Source: an optimization exercise on an open RTL-to-GDS flow (aim: small area, a short achievable clock period and few clock cycles per item). Production flows keep margins and buffers that such runs may drop.
In this exercise RTL edits were held to simulation tests only and were not proved equivalent to the original.

==> flow/design.v (outline; a module is shown in full before it is edited, if it fits) <==
// module circular_alpha_mask_premultiply_unit: 1791 lines
module circular_alpha_mask_premultiply_unit (
  input  logic        clk,
  input  logic        rst_n,
  input  logic        cfg_we,
  input  logic [11:0] cfg_wdata,
  input  logic        in_valid,
  output logic        in_stall,
  input  logic [11:0] in_pos_x,
  input  logic [11:0] in_pos_y,
  input  logic [7:0]  in_blue_in,
  input  logic [7:0]  in_green_in,
  input  logic [7:0]  in_red_in,
  input  logic [7:0]  in_alpha_in,
  output logic        out_valid,
  input  logic        out_stall,
  output logic [7:0]  out_blue_out,
  output logic [7:0]  out_green_out,
  output logic [7:0]  out_red_out,
  output logic [7:0]  out_alpha_out,
  output logic [1:0]  out_region
);
  // ...
==> flow/run.sh <==
#!/bin/bash
# synth_recipe.tcl (not shown) runs the flow's synth.tcl, then flattens the netlist and writes it again
# the make line also repeats each setting of config.mk as NAME=value (left out here)
make -C /OpenROAD-flow-scripts/flow DESIGN_CONFIG=/design/flow/config.mk WORK_HOME=/design/flow/orfs CLKGATE_MAP_FILE= SYNTH_SCRIPT=/design/flow/synth_recipe.tcl finish
==> flow/config.mk <==
export PLATFORM = sky130hd
export DESIGN_NAME = circular_alpha_mask_premultiply_unit
export DESIGN_NICKNAME = circular_alpha_mask_premultiply_unit
export VERILOG_FILES = /design/flow/design.v
export SDC_FILE = /design/flow/constraint.sdc
export NUM_CORES = 4
export LEC_CHECK = 0
export CAP_MARGIN = 20
export CORE_MARGIN = 2
export CORE_UTILIZATION = 60
export CTS_CLUSTER_DIAMETER = 100
export CTS_CLUSTER_SIZE = 24
export SETUP_SLACK_MARGIN = 3.9
export SLEW_MARGIN = 20
==> flow/constraint.sdc <==
create_clock -name core_clock -period 7.5 [get_ports {clk}]
set_input_delay 1.5000 -clock core_clock [delete_from_list [all_inputs] [get_ports {clk}]]
set_output_delay 1.5000 -clock core_clock [all_outputs]
set_load 0.01 [all_outputs]
==> run_results.csv, run 1 <==
group,metric,value,unit
critical_path,max_stage_delay,0.52,ns
sta,max_slew_margin,24.7,%
place,pre_cts_ws,2.65,ns
final_layout,seq_area,25100,um^2
logic_synthesis,synth-main-ff-cell,"edfxtp_1",
final_layout,area_delta_synth_final,16.0,%
sta,drv_slew,0,
sta,tightestPinTransition,1.13,ns
critical_path,worstSetupPathType,"reg -> reg",
worst_hold_path,whs_path_depth,0,
run_status,status,"complete, no violations",
drt,drc,0,
critical_path,rr_endpoint,"ua3[4]$_DFFE_PN_",
global_route,grt_use_met2,43.2,%
final_layout,signal_buffers,432,
final_layout,num-multi-input-gates,3270,
sta,grt_setup_unrepaired,"yes",
drt,drt_wl_total,128,mm
global_route,grt_max_degree,176,
critical_path,path_buf_inv,3,
logic_synthesis,synth_common_cells,"inv_1, edfxtp_1, ha_1",
critical_path,cpMostUsedCell,"inv_2",
final_layout,dominant_cells,"multi-input combinational cells",
final_layout,layout.cells.non_filler,6851,
worst_hold_path,min_from,"pix8[23]$_DFFE_PN_",
logic_synthesis,ys_async_sr_fraction,0,%
floorplanning,row_count,114,
sta,fin_skew,0.0262,ns
critical_path,crit_fanout,7,
global_route,use_met3,2.66,%
drt,drt_iter0_drc,2070,
cts,post_cts_resized,248,
sta,fin_setup_tns,0,ns
logic_synthesis,yosysTopAreaCell,"edfxtp_1",
place,place_inst,6460,
Testbench counts, summed over its fixed seeds: cycles 12,400, items 12,288.
==> run 2: changes to the inputs <==
--- a/flow/config.mk
+++ b/flow/config.mk
@@ -11,4 +11,4 @@
 export CTS_CLUSTER_DIAMETER = 100
 export CTS_CLUSTER_SIZE = 24
-export SETUP_SLACK_MARGIN = 3.9
+export SETUP_SLACK_MARGIN = 3.7
 export SLEW_MARGIN = 20
==> run_results.csv, run 2 <==
group,metric,value,unit
global_route,track_usage,24.4,%
cts,cts_tree,"yes",
global_route,grt_overflow,0,
logic_synthesis,synth_edf_count,772,
place,dp_hpwl,87.3,mm
floorplanning,die_y,315,um
cts,cts_root_buffer,"clkbuf_16",
sta,max_slew_margin,33.9,%
sta,period_share,50.1,%
critical_path,crit_fanout,4,
logic_synthesis,synthTopCellsByArea,"edfxtp_1, fa_1, ha_1",
sta,fin_skew,0.0345,ns
drt,num_vias,36300,
global_route,grt_max_degree,207,
logic_synthesis,synth_seq_cells,867,
floorplanning,fp.dieArea,99400,um^2
logic_synthesis,synth_adder_area_share,25.6,%
final_layout,fill_cells,7529,
cts,numCtsBuffers,45,
logic_synthesis,synth_seq_area_share,43.1,%
floorplanning,io_pins,109,
critical_path,r2r_setup_slack,3.75,ns
global_route,first_global_vias,36400,
critical_path,startpoint_type,"flip-flop",
logic_synthesis,netlist_area,58100,um^2
sta,min_period,3.75,ns
logic_synthesis,netlist_instances,5164,
critical_path,reg2regPathDepth,18,
floorplanning,row_count,114,
final_layout,final_nets,6420,
final_layout,diodes,0,
critical_path,startpoint,"an_ra8[0]$_DFFE_PN_",
critical_path,crit_arrival,4.27,ns
flow_run,maxCapViolCount,0,
drt,drt_pass1_iterations,5,
sta,hold_viol,0,
floorplanning,dieWidth,315,um
final_layout,area_delta_synth_final,10.9,%
final_layout,layout.cells.non_filler,6718,
logic_synthesis,synth.area.mux_share,1.00,%
logic_synthesis,synth_top_family_by_area,"adder cells",
sta,fmax,266,MHz
place,place_inst,6465,
global_route,grt_first_pass_wirelength,192,mm
final_layout,layout_common_cells,"inv_1, edfxtp_1, ha_1",
place,portBuffers,108,
drt,drc,0,
final_layout,final_util,66.9,%
critical_path,reg2reg_from,"an_ra8[0]$_DFFE_PN_",
cts,cts.sinks,867,
cts,cts_max_level,2,
drt,drt_wl_total,120,mm
place,gp_congestion,0.881,
logic_synthesis,synth-main-ff-cell,"edfxtp_1",
final_layout,final_common_cell,"inv_1",
critical_path,worstSetupPathType,"reg -> reg",
critical_path,rr_endpoint,"al10[0]$_SDFFCE_PN0N_",
cts,clock_latency,0.68,ns
sta,fin_setup_tns,0,ns
worst_hold_path,holdPathEnd,"reg4[0]$_DFFE_PN_",
global_route,antenna_found_initial,1,
worst_hold_path,holdCritPathClass,"reg -> reg",
logic_synthesis,synth_common_cells,"inv_1, edfxtp_1, ha_1",
worst_hold_path,whs_path_depth,0,
logic_synthesis,ys_types,80,
sta,drv_slew,0,
cts,clockBufferDepth,3,
drt,wl_per_cell,17.8,um
logic_synthesis,yosysWarningCount,3,
drt,drt_iter0_drc,2006,
floorplanning,coreArea,96400,um^2
final_layout,drive_above_1_share,8.73,%
critical_path,cp-end-kind,"flip-flop",
run_status,status,"complete, no violations",
logic_synthesis,yosys.area.top_type_share,39.9,%
critical_path,required,8.01,ns
worst_hold_path,min_from,"regb[0]$_DFFE_PN_",
drt,ant_nets,0,
floorplanning,initial_core_util,60.3,%
sta,tightestPinTransition,0.990,ns
logic_synthesis,synth_compound_area_share,9.47,%
logic_synthesis,synth.most_common_cell,"inv_1",
logic_synthesis,synth-xor-area-share,4.37,%
logic_synthesis,ys_async_sr_fraction,0,%
cts,cts.clk_slew.worst_paths,0.11,ns
logic_synthesis,yosysTopAreaCell,"edfxtp_1",
sta,grt_setup_unrepaired,"yes",
sta,setup_violations,0,
drt,via_per_inst,5.40,
logic_synthesis,synthSimpleGateAreaFrac,9.70,%
logic_synthesis,syn_avg_cell_area,11.3,um^2
## run 2: cell types whose count changed in the layout (fill, tap and decap cells not counted), sizes merged, moves of 2 or more
cell	previous run	this run
clkbuf	75	62
bufinv	2	0
bufbuf	2	0
buf	318	202
## run 2: how the worst max path moves through the flow
stage / end / cells past startpoint / slack, ns
2_1_floorplan: Q4[10]$_DFFE_PN_ / 4 / 3.32
3_3_place_gp: in_stall / 5 / 2.63
3_5_place_dp: in_stall / 5 / 2.64
4_1_cts: ra2[11]$_DFFE_PN_ / 8 / 3.71
5_1_grt: al10[0]$_SDFFCE_PN0N_ / 18 / 3.56
6_report: al10[0]$_SDFFCE_PN0N_ / 18 / 3.75
## run 2: metal layers
metal / track usage, % / routed length (um) / share of wire, %
met2: 42.6 / 59800 / 50
met5: 0 / 0 / 0
met3: 2.65 / 3980 / 3.3
met4: 6.92 / 3710 / 3.1
met1: 32.5 / 52300 / 44
## run 2: stage by stage
| stage | hold slack, ns | worst slack (ns) | cell area (um^2) |
|---|---|---|---|
| CTS | 0.417 | 3.71 | 63300 |
| floorplan | 0.400 | 3.32 | 58200 |
| global route | 0.426 | 3.56 | 64500 |
| global placement | 0.400 | 2.63 | 60700 |
| detailed placement | 0.405 | 2.64 | 60700 |
| finish | 0.414 | 3.75 | 64500 |
## run 2: logic make-up (layout without fill, tap and decap cells)
kind of cell	Yosys count	count (layout)
AND/OR/NAND/NOR	1114	1115
buffers and inverters	1032	1307
adder cells (fa/ha/maj)	937	937
AO/OA/AOI/OAI	868	869
flip-flops	867	867
XOR/XNOR	288	288
multiplexers	57	57
other	1	2
## run 2: critical path: stages (launching register included)
cell and delay, ns:
edfxtp_1 0.37, inv_1 0.09, fa_2 0.22, inv_1 0.06, fa_2 0.40, a21oi_4 0.18, and2b_1 0.20, nor2_2 0.14
xor2_2 0.23, inv_2 0.09, ha_2 0.21, nor2b_1 0.15, a21oi_1 0.06, o22a_2 0.29, nor4_4 0.35, a211oi_4 0.07
a21oi_1 0.15, o21ai_1 0.08, a311oi_1 0.24
## run 2: layout make-up
| class | instances | area (um^2) | area share, % |
|---|---|---|---|
| Inverter | 917 | 3520 | 5.45 |
| Tap cell | 1276 | 1600 | 2.47 |
| Clock inverter | 16 | 176 | 0.273 |
| Timing Repair inverter | 3 | 48.8 | 0.0756 |
| Timing Repair Buffer | 309 | 2840 | 4.41 |
| Sequential cell | 867 | 25100 | 38.9 |
| Clock buffer | 62 | 1220 | 1.89 |
| Multi-Input combinational cell | 3268 | 30000 | 46.5 |
## run 2: repair_timing
action | 4_1_cts | 5_1_grt
gates resized for setup | 90 | 156
cloned | 6 | 1
pin swaps | 18 | 88
setup buffers | 106 | 61
hold buffers | 0 | 0
setup endpoints to repair | 121 | 267
==> run 3: changes to the inputs <==
--- a/flow/config.mk
+++ b/flow/config.mk
@@ -11,4 +11,4 @@
 export CTS_CLUSTER_DIAMETER = 100
 export CTS_CLUSTER_SIZE = 24
-export SETUP_SLACK_MARGIN = 3.7
+export SETUP_SLACK_MARGIN = 3.6
 export SLEW_MARGIN = 20
==> run_results.csv, run 3 <==
group,metric,value,unit
final_layout,final_common_cell,"inv_1",
logic_synthesis,yosysWarningCount,3,
sta,fin_setup_tns,0,ns
logic_synthesis,ys_types,80,
final_layout,drive_above_1_share,6.87,%
cts,clock_latency,0.67,ns
critical_path,rr_endpoint,"ay1[11]$_DFFE_PN_",
final_layout,multi_input_area,29700,um^2
final_layout,final_nets,6381,
worst_hold_path,holdPathEnd,"out_alpha_out[0]$_DFFE_PN_",
logic_synthesis,synthTopCellsByArea,"edfxtp_1, fa_1, ha_1",
logic_synthesis,synth.most_common_cell,"inv_1",
cts,numCtsBuffers,46,
worst_hold_path,min_from,"al11[0]$_DFFE_PN_",
critical_path,crit_arrival,4.27,ns
global_route,antenna_found_initial,2,
logic_synthesis,yosys.area.top_type_share,39.9,%
critical_path,cp-end-kind,"flip-flop",
sta,min_period,3.85,ns
drt,drt_wl_total,120,mm
floorplanning,io_pins,109,
logic_synthesis,ys_async_sr_fraction,0,%
floorplanning,row_count,114,
worst_hold_path,holdCritPathClass,"reg -> reg",
sta,period_share,51.4,%
cts,clockBufferDepth,3,
final_layout,area_delta_synth_final,9.89,%
critical_path,required,7.92,ns
drt,num_vias,36300,
cts,ctsHoldBuffers,0,
drt,wl_per_cell,18.0,um
logic_synthesis,netlist_instances,5164,
critical_path,r2r_setup_slack,3.65,ns
drt,drt_pass1_iterations,6,
logic_synthesis,synth_common_cells,"inv_1, edfxtp_1, ha_1",
final_layout,fill_cells,7626,
drt,via_per_inst,5.44,
logic_synthesis,synth_seq_area_share,43.1,%
critical_path,startpoint_type,"flip-flop",
place,portBuffers,108,
floorplanning,die_y,315,um
place,place_inst,6460,
logic_synthesis,syn_avg_cell_area,11.3,um^2
drt,ant_nets,0,
flow_run,maxCapViolCount,0,
sta,fin_skew,0.0229,ns
cts,cts_root_buffer,"clkbuf_16",
cts,cts_tree,"yes",
sta,fmax,260,MHz
logic_synthesis,netlist_area,58100,um^2
sta,setup_violations,0,
floorplanning,coreArea,96400,um^2
place,gp_congestion,0.892,
critical_path,reg2reg_from,"size_r[1]$_SDFFE_PN0P_",
global_route,grt_overflow,0,
floorplanning,dieWidth,315,um
sta,tightestPinTransition,0.990,ns
final_layout,diodes,0,
critical_path,crit_fanout,9,
final_layout,layout.cells.non_filler,6680,
global_route,first_global_vias,36400,
final_layout,layout_common_cells,"inv_1, edfxtp_1, ha_1",
global_route,grt_first_pass_wirelength,191,mm
drt,drt_iter0_drc,2144,
drt,drc,0,
run_status,status,"complete, no violations",
logic_synthesis,synth_edf_count,772,
cts,cts.sinks,867,
logic_synthesis,synth-main-ff-cell,"edfxtp_1",
floorplanning,fp.dieArea,99400,um^2
sta,grt_setup_unrepaired,"yes",
critical_path,worstSetupPathType,"reg -> reg",
worst_hold_path,whs_path_depth,0,
cts,cts_max_level,2,
sta,max_slew_margin,34.0,%
global_route,track_usage,24.4,%
sta,hold_viol,0,
sta,drv_slew,0,
critical_path,reg2regPathDepth,16,
logic_synthesis,yosysTopAreaCell,"edfxtp_1",
logic_synthesis,synth_seq_cells,867,
global_route,grt_max_degree,161,
place,dp_hpwl,87.1,mm
floorplanning,initial_core_util,60.3,%
final_layout,seq_area,25100,um^2
cts,cts.clk_slew.worst_paths,0.10,ns
==> run 3: cell counts after synthesis <==
Identical to the previous run, type by type.
==> run 3: area by class of cell <==
class | count | area share (%)
flip-flops and latches | 867 | 39.3
repair inverters | 3 | 0.0764
inverters | 917 | 5.46
clock buffers | 63 | 1.95
clock inverters | 17 | 0.311
repair buffers | 268 | 3.94
multi-input cells | 3269 | 46.5
well taps | 1276 | 2.50
==> run 3: routing by layer <==
metal	global-route usage, %	routed length [um]	up-vias
li1	-	-	17700
met1	32.7	52700	17800
met2	42.3	59900	651
met3	2.21	4260	171
met4	7.41	3660	0
met5	0	0	-
==> run 3: kinds of logic after synthesis <==
family	synth area share [%]
compound gates	9.47
xor+xnor	4.37
fa+ha+maj	25.6
buf+inv	6.68
flops	43.1
mux	1.00
other cells	0.00645
simple gates	9.70
==> run 3: worst max-delay path by stage <==
stage	start	endpoint	slack (ns)	cells after the start
after detailed placement	out_stall	in_stall	2.65	5
final	size_r[1]$_SDFFE_PN0P_	ay1[11]$_DFFE_PN_	3.65	16
after global placement	out_stall	in_stall	2.66	5
after floorplan	out_stall	Q4[10]$_DFFE_PN_	3.32	4
after global routing	Q5[1]$_SDFFCE_PN1N_	R6[15]$_DFFE_PN_	3.49	16
after CTS	out_stall	in_stall	3.49	5
==> run 3: through the flow <==
step	util [%]	hold slack [ns]	setup slack, ns	area (um^2)
2_1_floorplan	-	0.400	3.32	58200
4_1_cts	65.3	0.415	3.49	63000
3_3_place_gp	62.9	0.400	2.66	60700
5_1_grt	66.3	0.422	3.49	63900
6_report	66.3	0.415	3.65	63900
3_5_place_dp	62.9	0.405	2.65	60700
==> run 3: worst max-delay path, stage by stage, from the launching register on <==
cell      delay, ns
dfxtp_4        0.38
buf_8          0.15
ha_1           0.16
inv_1          0.06
fa_2           0.37
a21o_1         0.20
a21oi_2        0.17
o21a_1         0.15
o21ai_1        0.11
a311o_2        0.49
buf_4          0.18
a211oi_1       0.22
a21o_1         0.12
o221ai_1       0.18
a221oi_1       0.42
xor2_1         0.19
nor2_1         0.05
==> run 3: repair_timing <==
| item | in CTS | in global routing |
|---|---|---|
| pin swaps | 8 | 45 |
| cloned | 6 | 4 |
| buffers inserted | 72 | 58 |
| setup endpoints to repair | 112 | 107 |
| gates resized for setup | 54 | 109 |
==> run 4: changes to the inputs <==
--- a/flow/config.mk
+++ b/flow/config.mk
@@ -11,4 +11,4 @@
 export CTS_CLUSTER_DIAMETER = 100
 export CTS_CLUSTER_SIZE = 24
-export SETUP_SLACK_MARGIN = 3.6
+export SETUP_SLACK_MARGIN = 3.4
 export SLEW_MARGIN = 20
==> run_results.csv, run 4 <==
group,metric,value,unit
cts,cts_root_buffer,"clkbuf_16",
logic_synthesis,synth_seq_area_share,43.1,%
drt,wl_per_cell,17.9,um
sta,fmax,249,MHz
global_route,grt_first_pass_wirelength,189,mm
cts,clockBufferDepth,3,
sta,period_share,53.6,%
place,dp_hpwl,87.7,mm
logic_synthesis,yosys.area.top_type_share,39.9,%
sta,setup_violations,0,
global_route,track_usage,24.1,%
sta,drv_slew,0,
critical_path,cp-end-kind,"output pin",
cts,cts_tree,"yes",
place,portBuffers,108,
logic_synthesis,ys_async_sr_fraction,0,%
logic_synthesis,syn_avg_cell_area,11.3,um^2
critical_path,crit_fanout,2,
logic_synthesis,synth.most_common_cell,"inv_1",
sta,grt_setup_unrepaired,"yes",
drt,drt_wl_total,119,mm
drt,via_per_inst,5.42,
sta,fin_skew,0.0337,ns
drt,drc,0,
critical_path,required,6.00,ns
worst_hold_path,holdCritPathClass,"reg -> reg",
final_layout,layout_common_cells,"inv_1, edfxtp_1, ha_1",
floorplanning,row_count,114,
floorplanning,fp.dieArea,99400,um^2
floorplanning,coreArea,96400,um^2
logic_synthesis,netlist_instances,5164,
place,place_area,60700,um^2
drt,num_vias,35800,
logic_synthesis,synth_seq_cells,867,
final_layout,final_nets,6307,
logic_synthesis,synth_edf_count,772,
final_layout,area_delta_synth_final,8.16,%
logic_synthesis,synthTopCellsByArea,"edfxtp_1, fa_1, ha_1",
drt,drt_pass1_iterations,5,
floorplanning,initial_core_util,60.3,%
final_layout,postLayoutCellArea,62900,um^2
cts,cts.sinks,867,
global_route,grt_overflow,0,
cts,ctsHoldBuffers,0,
logic_synthesis,yosysTopAreaCell,"edfxtp_1",
floorplanning,dieWidth,315,um
drt,drt_iter0_drc,2158,
floorplanning,die_y,315,um
sta,hold_viol,0,
flow_run,maxCapViolCount,0,
sta,tightestPinTransition,1.07,ns
global_route,antenna_found_initial,2,
run_status,status,"complete, no violations",
cts,cts_max_level,2,
logic_synthesis,ys_types,80,
sta,min_period,4.02,ns
logic_synthesis,synth-main-ff-cell,"edfxtp_1",
global_route,grt_max_degree,195,
logic_synthesis,netlist_area,58100,um^2
final_layout,fill_cells,7699,
sta,fin_setup_tns,0,ns
logic_synthesis,synth_common_cells,"inv_1, edfxtp_1, ha_1",
final_layout,drive_above_1_share,4.35,%
final_layout,final_common_cell,"inv_1",
critical_path,startpoint_type,"input port",
cts,clock_latency,0.67,ns
final_layout,diodes,0,
cts,cts.clk_slew.worst_paths,0.10,ns
drt,ant_nets,0,
global_route,first_global_vias,35900,
critical_path,worstSetupPathType,"in -> out",
critical_path,crit_arrival,2.52,ns
place,gp_congestion,0.871,
logic_synthesis,yosysWarningCount,3,
cts,numCtsBuffers,45,
floorplanning,io_pins,109,
sta,max_slew_margin,28.8,%
run 4: changes by cell type in the layout (fill, tap and decap cells not counted), sizes merged:
cell / previous run / this run
clkdlybuf4s50: 106 / 107
o21a: 22 / 21
clkinvlp: 5 / 2
dlymetal6s2s: 1 / 0
a21oi: 271 / 272
bufbuf: 1 / 0
clkdlybuf4s15: 0 / 1
clkbuf: 66 / 74
clkinv: 12 / 7
buf: 157 / 87
run 4: area by class of cell:
| class | count | area [um^2] | area share (%) |
|---|---|---|---|
| clock buffer | 73 | 1260 | 2.01 |
| tap | 1276 | 1600 | 2.54 |
| timing repair inverter | 2 | 32.5 | 0.0517 |
| sequential | 867 | 25100 | 39.9 |
| multi-input combinational | 3269 | 29400 | 46.8 |
| timing repair buffer | 196 | 1880 | 2.99 |
| clock inverter | 10 | 130 | 0.207 |
| inverter | 917 | 3480 | 5.53 |
run 4: kinds of logic (layout without fill, tap and decap cells):
| group | count (synthesis) | count (layout) | synth area share, % |
|---|---|---|---|
| simple gates | 1114 | 1115 | 9.70 |
| mux | 57 | 57 | 1.00 |
| xor+xnor | 288 | 288 | 4.37 |
| buf+inv | 1032 | 1198 | 6.68 |
| other cells | 1 | 2 | 0.00645 |
| flops | 867 | 867 | 43.1 |
| fa+ha+maj | 937 | 937 | 25.6 |
| compound gates | 868 | 870 | 9.47 |
run 4: worst max-delay path, cell delays in order:
cell and delay, ns:
clkdlybuf4s50_1 0.45, and2_4 0.22, clkinv_16 0.06, nand2b_1 0.07, clkdlybuf4s15_2 0.22
run 4: metrics by stage:
step / cells / hold slack (ns) / setup slack (ns) / util (%)
5_1_grt: 6610 / 0.422 / 3.32 / 65.2
3_3_place_gp: 6464 / 0.400 / 2.75 / 62.9
3_5_place_dp: 6464 / 0.405 / 2.59 / 62.9
6_report: 6610 / 0.415 / 3.48 / 65.2
2_1_floorplan: 5165 / 0.400 / 3.32 / -
4_1_cts: 6567 / 0.417 / 3.40 / 64.6
run 4: worst paths after layout:
check / cells past startpoint / end / from / slack [ns]
max: 5 / in_stall / out_stall / 3.48
min: 0 / km4[2]$_DFFE_PN_ / kmb[2]$_DFFE_PN_ / 0.41
max reg2reg: 8 / ra2[9]$_DFFE_PN_ / ax1[4]$_DFFE_PN_ / 3.53
min reg2reg: 0 / km4[2]$_DFFE_PN_ / kmb[2]$_DFFE_PN_ / 0.41
run 4: what timing repair did:
item,4_1_cts,5_1_grt
resized for setup,21,48
buffers inserted,16,41
pin swaps,2,8
setup endpoints to repair,65,82
gates cloned,4,2
run 4: per-layer routing:
metal / GRT usage, % / routed length (um) / vias up
met5: 0 / 16 / -
met1: 32.5 / 52200 / 17500
li1: - / - / 17500
met2: 40.3 / 56900 / 649
met4: 8.64 / 4340 / 2
met3: 3.31 / 5110 / 194
==> run 5: changes to the inputs <==
--- a/flow/config.mk
+++ b/flow/config.mk
@@ -11,4 +11,4 @@
 export CTS_CLUSTER_DIAMETER = 100
 export CTS_CLUSTER_SIZE = 24
-export SETUP_SLACK_MARGIN = 3.4
+export SETUP_SLACK_MARGIN = 3.8
 export SLEW_MARGIN = 20
==> run_results.csv, run 5 <==
group,metric,value,unit
run_status,status,"complete, no violations",
logic_synthesis,synth_common_cells,"inv_1, edfxtp_1, ha_1",
logic_synthesis,yosys.area.top_type_share,39.9,%
logic_synthesis,netlist_area,58100,um^2
sta,drv_slew,0,
final_layout,drive_above_1_share,11.2,%
critical_path,reg2reg_from,"ax1[5]$_DFFE_PN_",
logic_synthesis,synth-main-ff-cell,"edfxtp_1",
final_layout,final_common_cell,"inv_1",
drt,drc,0,
sta,hold_viol,0,
global_route,track_usage,24.9,%
floorplanning,row_count,114,
final_layout,fill_cells,7428,
place,gp_congestion,0.864,
critical_path,crit_fanout,4,
final_layout,final_nets,6479,
critical_path,rr_endpoint,"ra2[16]$_DFFE_PN_",
floorplanning,die_y,315,um
critical_path,r2r_setup_slack,3.77,ns
drt,ant_nets,0,
final_layout,seq_area,25100,um^2
logic_synthesis,ys_async_sr_fraction,0,%
sta,max_slew_margin,28.7,%
drt,drt_wl_total,124,mm
sta,fin_setup_tns,0,ns
final_layout,layout_common_cells,"inv_1, edfxtp_1, ha_1",
logic_synthesis,ys_types,80,
critical_path,reg2regPathDepth,10,
cts,cts_tree,"yes",
drt,drt_pass1_iterations,6,
sta,grt_setup_unrepaired,"yes",
logic_synthesis,synth_edf_count,772,
floorplanning,coreArea,96400,um^2
final_layout,final_util,67.9,%
cts,clock_latency,0.67,ns
global_route,first_global_vias,36900,
logic_synthesis,yosysTopAreaCell,"edfxtp_1",
cts,clockBufferDepth,3,
floorplanning,fp.dieArea,99400,um^2
global_route,grt_first_pass_wirelength,195,mm
sta,setup_violations,0,
critical_path,worstSetupPathType,"reg -> reg",
logic_synthesis,synth_seq_area_share,43.1,%
sta,fmax,268,MHz
cts,cts_max_level,2,
logic_synthesis,synth_seq_cells,867,
worst_hold_path,whs_path_depth,0,
logic_synthesis,netlist_instances,5164,
worst_hold_path,min_from,"pix5[21]$_DFFE_PN_",
critical_path,cp-end-kind,"flip-flop",
sta,fin_skew,0.0403,ns
global_route,grt_max_degree,152,
worst_hold_path,holdCritPathClass,"reg -> reg",
cts,numCtsBuffers,46,
sta,tightestPinTransition,1.07,ns
logic_synthesis,yosysWarningCount,3,
global_route,antenna_found_initial,1,
final_layout,multi_input_area,30300,um^2
cts,cts_root_buffer,"clkbuf_16",
flow_run,maxCapViolCount,0,
floorplanning,dieWidth,315,um
floorplanning,initial_core_util,60.3,%
cts,cts.sinks,867,
final_layout,diodes,0,
final_layout,area_delta_synth_final,12.5,%
logic_synthesis,syn_avg_cell_area,11.3,um^2
cts,cts.clk_slew.worst_paths,0.10,ns
logic_synthesis,synth.most_common_cell,"inv_1",
place,portBuffers,108,
critical_path,crit_arrival,4.11,ns
sta,min_period,3.73,ns
critical_path,required,7.88,ns
drt,via_per_inst,5.41,
cts,ctsHoldBuffers,0,
logic_synthesis,synthTopCellsByArea,"edfxtp_1, fa_1, ha_1",
worst_hold_path,holdPathEnd,"pix6[21]$_DFFE_PN_",
drt,drt_iter0_drc,2187,
floorplanning,io_pins,109,
global_route,grt_overflow,0,
critical_path,startpoint_type,"flip-flop",
drt,num_vias,36700,
place,dp_hpwl,86.6,mm
drt,wl_per_cell,18.2,um
sta,period_share,49.8,%
[run 5: per-stage QoR]
| step | instances | cell area [um^2] | hold slack, ns | worst slack [ns] |
|---|---|---|---|---|
| 5_1_grt | 6783 | 65400 | 0.419 | 3.61 |
| 6_report | 6783 | 65400 | 0.401 | 3.77 |
| 3_5_place_dp | 6460 | 60700 | 0.405 | 2.65 |
| 2_1_floorplan | 5165 | 58300 | 0.400 | 3.32 |
| 3_3_place_gp | 6460 | 60700 | 0.400 | 2.67 |
| 4_1_cts | 6696 | 63900 | 0.404 | 3.79 |
[run 5: area by class of cell]
| cell class | instances | share of cell area (%) |
|---|---|---|
| well taps | 1276 | 2.44 |
| clock buffers | 69 | 1.94 |
| flip-flops and latches | 867 | 38.4 |
| inverters | 917 | 5.38 |
| clock inverters | 16 | 0.281 |
| multi-input cells | 3269 | 46.4 |
| repair inverters | 3 | 0.0746 |
| repair buffers | 366 | 5.15 |
[run 5: worst max-delay path by stage]
stage | from | to | depth (start not counted)
floorplan | out_stall | Q4[10]$_DFFE_PN_ | 4
global placement | out_stall | in_stall | 5
detailed placement | out_stall | in_stall | 5
CTS | pbha11[0]$_DFFE_PN_ | out_blue_out[7]$_DFFE_PN_ | 18
global route | pix7[1]$_DFFE_PN_ | an_c8$_DFFE_PN_ | 15
finish | ax1[5]$_DFFE_PN_ | ra2[16]$_DFFE_PN_ | 10
[run 5: critical path: stages (launching register included)]
cell	delay [ns]
edfxtp_1	0.43
buf_12	0.16
buf_12	0.13
and2_1	0.16
fa_1	0.47
fa_1	0.51
inv_2	0.05
fa_1	0.53
inv_1	0.05
fa_2	0.55
fa_2	0.41
[run 5: logic make-up (layout without fill, tap and decap cells)]
group / Yosys count / count (layout) / share of synthesized area, %
and+or+nand+nor: 1114 / 1116 / 9.70
adders and majority gates: 937 / 937 / 25.6
DFF: 867 / 867 / 43.1
other: 1 / 2 / 0.00645
muxes: 57 / 57 / 1.00
AOI/OAI and AO/OA: 868 / 869 / 9.47
xor gates and xnor gates: 288 / 288 / 4.37
buffers and inverters: 1032 / 1371 / 6.68
[run 5: what timing repair did]
item                                    CTS  global route
endpoints found under the setup margin  306           225
resized for setup                       126           245
buffers inserted                        144            82
pin swaps                                67           136
cloned                                    7             5
[run 5: metal layers]
metal,share of wire [%],up-vias,wire [um],track usage [%]
li1,-,17900,-,-
met1,44,18000,54000,33.7
met2,49,692,61000,43.0
met3,4.0,166,4980,2.78
met4,2.9,2,3540,6.54
met5,0.011,-,13,0

[separate check: timing with driven ports]
The results above use ideal ports. As a check the final layouts listed here were re-extracted and re-timed, cells and wires unchanged.
Step 1: set_driving_cell puts a clkbuf_16 on clk and a buf_2 on each other input, an assumption about the parent block.
Step 2, shift: input delay + t, output delay - t, t = (earliest + latest rising clock arrival at the registers) / 2. This alone moves slack from input paths to output paths.
Three values: no drivers, after step 1, after step 2; two values: the first two.
| run | t, ns | setup slack, ns | worst setup path at the end | worst register clock-pin slew, ns |
|---|---|---|---|---|
| run 1 | 0.734 | 3.734 / 3.734 / 3.487 | input to register | 0.11 / 0.11 |
| run 2 | 0.729 | 3.746 / 3.746 / 3.207 | input to register | 0.11 / 0.11 |
| run 3 | 0.728 | 3.647 / 3.647 / 3.371 | input to register | 0.10 / 0.10 |
| run 4 | 0.716 | 3.481 / 3.458 / 2.936 | input to register | 0.11 / 0.11 |
| run 5 | 0.721 | 3.768 / 3.768 / 3.321 | input to register | 0.10 / 0.10 |
After both steps setup and hold are still met in every run listed. The setup slack of run 4, which loses most, moves by -0.023 ns with the drivers and by -0.545 ns with both steps.
